Source: an optimization exercise on an open RTL-to-GDS flow (aim: small area). Production flows keep margins and buffers that such runs may drop. Only simulation tests tie the RTL to the original design; equivalence was not proved. No driver is modelled on the clock port, so clocking that relies on it looks cheaper here than on a real chip. Power and IR drop assume default switching activity.

==> flow/design.v (excerpt) <==
module ofdm_payload_rx
(
    input  logic        clk,
    input  logic        reset,
    input  logic        sample_valid_i,
    input  logic [31:0] sample_i,
    input  logic [2:0]  modulation_i,
    input  logic        byte_ready_i,
    output logic        byte_valid_o,
    output logic [7:0]  byte_o,
    output logic        busy_o
);
==> flow/config.mk <==
export PLATFORM = sky130hd
export DESIGN_NAME = ofdm_payload_rx
export DESIGN_NICKNAME = ofdm_payload_rx
export VERILOG_FILES = /design/flow/design.v
export SDC_FILE = /design/flow/constraint.sdc
export NUM_CORES = 4
export LEC_CHECK = 0
export CAP_MARGIN = 20
export CORE_MARGIN = 2
export CORE_UTILIZATION = 70
export PLACE_DENSITY = 0.8
export SLEW_MARGIN = 20
==> flow/constraint.sdc <==
create_clock -name core_clock -period 6.0 [get_ports {clk}]
set_input_delay 1.2000 -clock core_clock [delete_from_list [all_inputs] [get_ports {clk}]]
set_output_delay 1.2000 -clock core_clock [all_outputs]
set_load 0.01 [all_outputs]
standard.sh (not shown) runs the stock make flow with config.mk's settings and CLKGATE_MAP_FILE= SYNTH_SCRIPT=/design/flow/synth_recipe.tcl, a recipe that flattens the netlist after the stock synthesis.
==> flow/flow/run.sh <==
#!/bin/bash
# Standard ORFS layout with three changes:
#  - synthesis maps the logic with an area-oriented ABC script (flow/area.abc)
#    in place of the speed script; everything else in the synthesis, and so
#    every register, is the standard synthesis's;
#  - single-strength port buffers, and a clock tree of smaller sink clusters
#    without dummy loads;
#  - clock buffers downsized where the clock pin slew allows (post_cts.tcl).
set -euo pipefail
here="$(cd "$(dirname "${BASH_SOURCE[0]}")" && pwd)"
work="$(pwd)"
orig="$(grep -o "SYNTH_SCRIPT=[^ ]*" standard.sh | head -n 1 | cut -d= -f2- | tr -d "'")"
cat > "$work/area_synth.tcl" <<EOS
proc abc {args} {
  set i [lsearch -exact \$args -script]
  if {\$i >= 0} {
    set args [lreplace \$args [expr {\$i + 1}] [expr {\$i + 1}] {$here/area.abc}]
  }
  yosys abc {*}\$args
}
source {$orig}
EOS
sed "s|SYNTH_SCRIPT=[^ ]*|SYNTH_SCRIPT=$work/area_synth.tcl|" standard.sh > area_standard.sh
export BUFFER_PORTS_ARGS="-buffer_cell sky130_fd_sc_hd__buf_1"
export CTS_ARGS="-sink_clustering_enable -repair_clock_nets -sink_clustering_size 20 -sink_clustering_max_diameter 60 -buf_list sky130_fd_sc_hd__clkbuf_8 -dont_use_dummy_load"
export POST_CTS_TCL="$here/post_cts.tcl"
bash area_standard.sh > standard.log 2>&1
==> flow/flow/area.abc <==
strash
dch -f
amap -F 3 -A 3
strash
dch -f
amap -F 3 -A 3
topo
dnsize -c
Other scripts of this flow, unchanged in this note and not shown: flow/flow/post_cts.tcl
The starting point produced a clean layout.
Change:
==> flow/flow/area.abc (replaced) <==
strash
dch
amap
topo
dnsize -c
The changed run finished clean.
Non-clock buffer count went up by 2.
Global-route usage increases by 0.14 points.
Clock skew grows by 0.037 ns.
Clock power barely changes.
Worst setup slack gains 0.27 ns.
Synthesized cell count increases by about 1.8%.
Flip-flop and latch count stays the same.
Count of clock-buffer cells in the layout does not change.

---

ofdm_payload_rx, a different RTL version from the one above (not shown whole).
Size in the first run: ~800 flip-flops, ~49 I/O pins, roughly 26,000 um^2 of cells after synthesis.
clock: 6.0 ns
lec_check: 0
cap_margin: 20
core_margin: 2
core_utilization: 60
cts_cluster_diameter: 100
cts_cluster_size: 30
place_density: 0.7
slew_margin: 20
run.sh (not shown) runs the stock make flow with config.mk's settings and CLKGATE_MAP_FILE= SYNTH_SCRIPT=/design/flow/synth_recipe.tcl, a recipe that flattens the netlist after the stock synthesis.
Stock flow here: none of the scripts above is used.
Rerun with:
--- a/flow/config.mk
+++ b/flow/config.mk
@@ -8,7 +8,5 @@
 export CAP_MARGIN = 20
 export CORE_MARGIN = 2
-export CORE_UTILIZATION = 60
-export CTS_CLUSTER_DIAMETER = 100
-export CTS_CLUSTER_SIZE = 30
-export PLACE_DENSITY = 0.7
+export CORE_UTILIZATION = 40
+export PLACE_DENSITY = 0.6
 export SLEW_MARGIN = 20
What happened: The new run completed without violations; clock skew falls by 11 ps; count of clock-buffer cells in the layout rises by 50; synthesized cell count stays the same; hold slack got worse by 12 ps; sequential share of layout area falls by 6.0 points; routed wire length rises by 8.3%; clock power rises by 93%; critical path depth does not change.

---

== build 44 ==
The RTL this note starts from:
==> flow/design.v <==
`timescale 1ns/1ps
module subcarrier_selector
(
    input  logic        clk,
    input  logic        reset,
    input  logic        accept_i,
    input  logic [2:0]  modulation_i,
    output logic        is_data_o,
    output logic        last_o,
    output logic        mod_qpsk_o,
    output logic        mod_qam16_o,
    output logic [2:0]  data_cnt_o
);
    localparam logic [255:0] USED_SUBCARRIER_MASK =
        ({256{1'b1}} << 156) | (((256'd1 << 101) - 256'd1) & ~256'd1);
    localparam logic [255:0] PILOT_MASK =
        (256'd1 << 13)  | (256'd1 << 38)  | (256'd1 << 63)  | (256'd1 << 88) |
        (256'd1 << 168) | (256'd1 << 193) | (256'd1 << 218) | (256'd1 << 243);
    localparam logic [255:0] DATA_SUBCARRIER_MASK =
        USED_SUBCARRIER_MASK & ~PILOT_MASK;
    logic [7:0] sc_cnt_q;
    assign is_data_o = DATA_SUBCARRIER_MASK[sc_cnt_q];
    assign last_o    = accept_i && (sc_cnt_q == 8'd255);
    always_ff @(posedge clk)
    begin
        if (reset)
        begin
            sc_cnt_q    <= '0;
            data_cnt_o  <= '0;
            mod_qpsk_o  <= 1'b0;
            mod_qam16_o <= 1'b0;
        end
        else if (accept_i)
        begin
            sc_cnt_q <= sc_cnt_q + 1'b1;
            if (sc_cnt_q == '0)
            begin
                mod_qpsk_o  <= (modulation_i == 3'd1);
                mod_qam16_o <= (modulation_i == 3'd2);
            end
            if (is_data_o)
                data_cnt_o <= data_cnt_o + 1'b1;
        end
    end
endmodule
`timescale 1ns/1ps
module constellation_demapper
(
    input  logic [31:0] sample_i,
    output logic        sign_i_o,
    output logic        inner_i_o,
    output logic        sign_q_o,
    output logic        inner_q_o
);
    localparam logic signed [15:0] QAM16_THRESHOLD = 16'sd8192;
    logic signed [15:0] s_i;
    logic signed [15:0] s_q;
    assign s_i       = sample_i[31:16];
    assign s_q       = sample_i[15:0];
    assign sign_i_o  = s_i[15];
    assign sign_q_o  = s_q[15];
    assign inner_i_o = (s_i < QAM16_THRESHOLD) && (s_i > -QAM16_THRESHOLD);
    assign inner_q_o = (s_q < QAM16_THRESHOLD) && (s_q > -QAM16_THRESHOLD);
endmodule
`timescale 1ns/1ps
module payload_assembler
(
    input  logic        clk,
    input  logic        reset,
    input  logic        write_i,
    input  logic        last_i,
    input  logic        mod_qpsk_i,
    input  logic        mod_qam16_i,
    input  logic [2:0]  data_cnt_i,
    input  logic        sign_i_i,
    input  logic        inner_i_i,
    input  logic        sign_q_i,
    input  logic        inner_q_i,
    input  logic        byte_ready_i,
    output logic [7:0]  byte_o,
    output logic        byte_valid_o,
    output logic        sending_o
);
    localparam int BUFFER_BYTES = 96;
    logic [7:0]  acc_q;
    logic        acc_full_q;
    logic        byte_done;
    logic [2:0]  pend_q;
    logic        sym_qpsk_q;
    logic        sym_qam16_q;
    logic [6:0]  rd_cnt_q;
    logic        rd_last;
    logic        shift_d;
    logic        shift_q;
    logic        shift_n_q;
    logic        acc_full_d;
    logic        byte_valid_d;
    logic        sending_d;
    logic [6:0]  rd_cnt_d;
    logic        phase_q;
    logic [3:0]  in_a;
    logic [3:0]  in_b;
    logic [3:0]  rd_a;
    logic [3:0]  rd_b;
    logic [3:0]  buf_a_q [BUFFER_BYTES];
    logic [3:0]  buf_b_q [BUFFER_BYTES];
    always_comb
    begin
        if (mod_qam16_i)
            byte_done = data_cnt_i[0];
        else if (mod_qpsk_i)
            byte_done = (data_cnt_i[1:0] == 2'd3);
        else
            byte_done = (data_cnt_i == 3'd7);
    end
    always_ff @(posedge clk)
    begin
        if (write_i)
        begin
            if (mod_qam16_i)
                acc_q[4*data_cnt_i[0] +: 4] <= {inner_q_i, sign_q_i, inner_i_i, sign_i_i};
            else if (mod_qpsk_i)
                acc_q[2*data_cnt_i[1:0] +: 2] <= {sign_q_i, sign_i_i};
            else
                acc_q[data_cnt_i] <= sign_i_i;
        end
    end
    always_comb
    begin
        if (write_i && byte_done)
            acc_full_d = 1'b1;
        else if (!sending_o)
            acc_full_d = 1'b0;
        else
            acc_full_d = acc_full_q;
    end
    assign shift_d = byte_valid_d || (acc_full_d && !sending_d);
    always_ff @(posedge clk)
    begin
        shift_q   <= !reset && shift_d;
        shift_n_q <= reset || !shift_d;
    end
    always_ff @(posedge clk)
    begin
        if (reset)
            phase_q <= 1'b0;
        else
            phase_q <= !phase_q;
    end
    always_comb
    begin
        for (int k = 0; k < 4; k++)
        begin
            in_a[k] = (phase_q ? acc_q[2*k+1] : acc_q[2*k]) ^ phase_q;
            in_b[k] = (phase_q ? acc_q[2*k] : acc_q[2*k+1]) ^ phase_q;
        end
    end
    always_ff @(posedge clk)
    begin
        buf_a_q[0] <= ~(({4{shift_q}} & in_b) | ({4{shift_n_q}} & buf_b_q[0]));
        buf_b_q[0] <= ~(({4{shift_q}} & in_a) | ({4{shift_n_q}} & buf_a_q[0]));
        for (int i = 1; i < BUFFER_BYTES; i++)
        begin
            buf_a_q[i] <= ~(({4{shift_q}} & buf_b_q[i-1]) | ({4{shift_n_q}} & buf_b_q[i]));
            buf_b_q[i] <= ~(({4{shift_q}} & buf_a_q[i-1]) | ({4{shift_n_q}} & buf_a_q[i]));
        end
    end
    always_comb
    begin
        if (sym_qam16_q)
        begin
            rd_a = buf_a_q[95];
            rd_b = buf_b_q[95];
        end
        else if (sym_qpsk_q)
        begin
            rd_a = buf_a_q[47];
            rd_b = buf_b_q[47];
        end
        else
        begin
            rd_a = buf_a_q[23];
            rd_b = buf_b_q[23];
        end
        for (int k = 0; k < 4; k++)
        begin
            byte_o[2*k]   = (phase_q ? rd_b[k] : rd_a[k]) ^ phase_q;
            byte_o[2*k+1] = (phase_q ? rd_a[k] : rd_b[k]) ^ phase_q;
        end
    end
    always_ff @(posedge clk)
    begin
        if (last_i)
        begin
            sym_qpsk_q  <= mod_qpsk_i;
            sym_qam16_q <= mod_qam16_i;
        end
    end
    always_comb
    begin
        if (sym_qam16_q)
            rd_last = (rd_cnt_q == 7'd95);
        else if (sym_qpsk_q)
            rd_last = (rd_cnt_q == 7'd47);
        else
            rd_last = (rd_cnt_q == 7'd23);
    end
    always_comb
    begin
        byte_valid_d = sending_o && byte_ready_i;
        sending_d    = sending_o;
        rd_cnt_d     = rd_cnt_q;
        if (pend_q[2])
            sending_d = 1'b1;
        else if (sending_o && byte_ready_i)
        begin
            if (rd_last)
            begin
                sending_d = 1'b0;
                rd_cnt_d  = '0;
            end
            else
            begin
                rd_cnt_d = rd_cnt_q + 1'b1;
            end
        end
    end
    always_ff @(posedge clk)
    begin
        if (reset)
        begin
            pend_q       <= '0;
            sending_o    <= 1'b0;
            rd_cnt_q     <= '0;
            byte_valid_o <= 1'b0;
            acc_full_q   <= 1'b0;
        end
        else
        begin
            pend_q       <= {pend_q[1:0], last_i};
            sending_o    <= sending_d;
            rd_cnt_q     <= rd_cnt_d;
            byte_valid_o <= byte_valid_d;
            acc_full_q   <= acc_full_d;
        end
    end
endmodule
`timescale 1ns/1ps
module ofdm_payload_rx
(
    input  logic        clk,
    input  logic        reset,
    input  logic        sample_valid_i,
    input  logic [31:0] sample_i,
    input  logic [2:0]  modulation_i,
    input  logic        byte_ready_i,
    output logic        byte_valid_o,
    output logic [7:0]  byte_o,
    output logic        busy_o
);
    logic       accept;
    logic       is_data;
    logic       last;
    logic       mod_qpsk;
    logic       mod_qam16;
    logic [2:0] data_cnt;
    logic       sign_i;
    logic       inner_i;
    logic       sign_q;
    logic       inner_q;
    logic       sending;
    assign accept = sample_valid_i && !sending;
    subcarrier_selector u_selector (
        .clk          (clk),
        .reset        (reset),
        .accept_i     (accept),
        .modulation_i (modulation_i),
        .is_data_o    (is_data),
        .last_o       (last),
        .mod_qpsk_o   (mod_qpsk),
        .mod_qam16_o  (mod_qam16),
        .data_cnt_o   (data_cnt)
    );
    constellation_demapper u_demapper (
        .sample_i  (sample_i),
        .sign_i_o  (sign_i),
        .inner_i_o (inner_i),
        .sign_q_o  (sign_q),
        .inner_q_o (inner_q)
    );
    payload_assembler u_assembler (
        .clk          (clk),
        .reset        (reset),
        .write_i      (accept && is_data),
        .last_i       (last),
        .mod_qpsk_i   (mod_qpsk),
        .mod_qam16_i  (mod_qam16),
        .data_cnt_i   (data_cnt),
        .sign_i_i     (sign_i),
        .inner_i_i    (inner_i),
        .sign_q_i     (sign_q),
        .inner_q_i    (inner_q),
        .byte_ready_i (byte_ready_i),
        .byte_o       (byte_o),
        .byte_valid_o (byte_valid_o),
        .sending_o    (sending)
    );
    assign busy_o = sending;
endmodule
export LEC_CHECK = 0
export CAP_MARGIN = 20
export CORE_MARGIN = 2
export CORE_UTILIZATION = 60
export PLACE_DENSITY = 0.7
export SLEW_MARGIN = 20
create_clock -name core_clock -period 6.0 [get_ports {clk}]
standard.sh (not shown) runs the stock make flow with config.mk's settings and CLKGATE_MAP_FILE= SYNTH_SCRIPT=/design/flow/synth_recipe.tcl, a recipe that flattens the netlist after the stock synthesis.
==> flow/flow/run.sh <==
#!/bin/bash
# Standard ORFS layout, with single-strength port buffers and a clock tree
# built from larger sink clusters without dummy loads.
set -euo pipefail
export BUFFER_PORTS_ARGS="-buffer_cell sky130_fd_sc_hd__buf_1"
export CTS_ARGS="-sink_clustering_enable -repair_clock_nets -sink_clustering_size 30 -sink_clustering_max_diameter 100 -dont_use_dummy_load"
bash standard.sh > standard.log 2>&1
What build 10 does differently from build 44 at the input level:
# build 44
export LEC_CHECK = 0
export CAP_MARGIN = 20
export CORE_MARGIN = 2
export CORE_UTILIZATION = 60
export PLACE_DENSITY = 0.7
export SLEW_MARGIN = 20
create_clock -name core_clock -period 6.0 [get_ports {clk}]
# build 10
export LEC_CHECK = 0
export CAP_MARGIN = 20
export CORE_MARGIN = 2
export CORE_UTILIZATION = 60
export CTS_BUF_LIST = sky130_fd_sc_hd__clkbuf_8
export CTS_CLUSTER_DIAMETER = 60
export CTS_CLUSTER_SIZE = 18
export PLACE_DENSITY = 0.7
export SLEW_MARGIN = 20
create_clock -name core_clock -period 6.0 [get_ports {clk}]
==> flow/run.sh (new file) <==
#!/bin/bash
# synth_recipe.tcl (not shown) runs the flow's synth.tcl, then flattens the netlist and writes it again
# the make line also repeats each setting of config.mk as NAME=value (left out here)
make -C /OpenROAD-flow-scripts/flow DESIGN_CONFIG=/design/flow/config.mk WORK_HOME=/design/flow/orfs CLKGATE_MAP_FILE= SYNTH_SCRIPT=/design/flow/synth_recipe.tcl finish
removed: flow/flow/run.sh
removed: flow/standard.sh
[summary]
- Re final worst-path cycle share: build 10 and build 44 aren't equal, and the lower value belongs to build 44.
- Going from build 44 to build 10, area growth from synthesis to layout up 1.7 points; final cell count without fillers up 33; power up about 2%; final non-filler cell area up about 1.6%.
- Sort build 10 and build 44 by overall routing resource usage asc -> top: build 44
Input-level comparison between build 1 and build 10:
# build 10
export LEC_CHECK = 0
export CAP_MARGIN = 20
export CORE_MARGIN = 2
export CORE_UTILIZATION = 60
export CTS_BUF_LIST = sky130_fd_sc_hd__clkbuf_8
export CTS_CLUSTER_DIAMETER = 60
export CTS_CLUSTER_SIZE = 18
export PLACE_DENSITY = 0.7
export SLEW_MARGIN = 20
create_clock -name core_clock -period 6.0 [get_ports {clk}]
# build 1
export LEC_CHECK = 0
export CAP_MARGIN = 20
export CORE_MARGIN = 2
export CORE_UTILIZATION = 60
export CTS_CLUSTER_DIAMETER = 100
export CTS_CLUSTER_SIZE = 30
export PLACE_DENSITY = 0.7
export SLEW_MARGIN = 20
create_clock -name core_clock -period 6.0 [get_ports {clk}]
### Flow results
Final area: build 10 vs build 1 — no meaningful difference
Compared build 10 against build 1; stage delay of the slowest cell on the critical path within noise.
Share of the cycle needed by the critical path after routing ended up 0.80 points lower on build 1 than on build 10.
Delta (build 1 minus build 10): length of routed met3 wiring now sits lower; layout inverter count without the clock tree now sits at about the same level; clock share of power now sits lower.
Total count of max-transition violations in the final report: build 10 vs build 1 identical
The clock latency on the worst-skew pair of build 1 is lower than that of build 10.
Between build 10 and build 1, number of H-tree levels decreased.
Build 1: PASS, flow complete, no timing, DRC or antenna violations
In the tables for build 10 and build 1, data arrival time of the critical path reads lower with build 1.
Build 1 ended up with a lower minimum clock period after layout than build 10 did.

==> afterwards: timing with drivers on the ports <==
The flow's constraints put no driver on any port. The routed layouts listed below were extracted and timed again, unchanged, in two steps. Step 1 sets driving cells, clkbuf_16 on the clock port and buf_2 on the other inputs (assumed; they add their load-dependent delay and slew). Step 2, shift: input delay + t, output delay - t, t = (earliest + latest rising clock arrival at the registers) / 2. This alone moves slack from input paths to output paths. a / b / c = ideal ports / drivers / drivers and shift; a / b = the first two.
run	shift t [ns]	setup WS [ns]	cell pins on the clock port's net
the first run of note 1	0.809	2.440 / 2.402 / 3.125	1
the second run of note 1	0.738	2.714 / 2.672 / 2.965	1
the first run of note 2	0.650	2.400 / 2.351 / 2.712	1
the second run of note 2	0.645	2.252 / 2.195 / 2.667	1
build 44	0.651	2.565 / 2.511 / 2.915	1
build 10	0.707	2.177 / 2.126 / 2.514	1
build 1	0.657	2.225 / 2.170 / 2.571	1
After both steps every run listed still meets setup and hold.
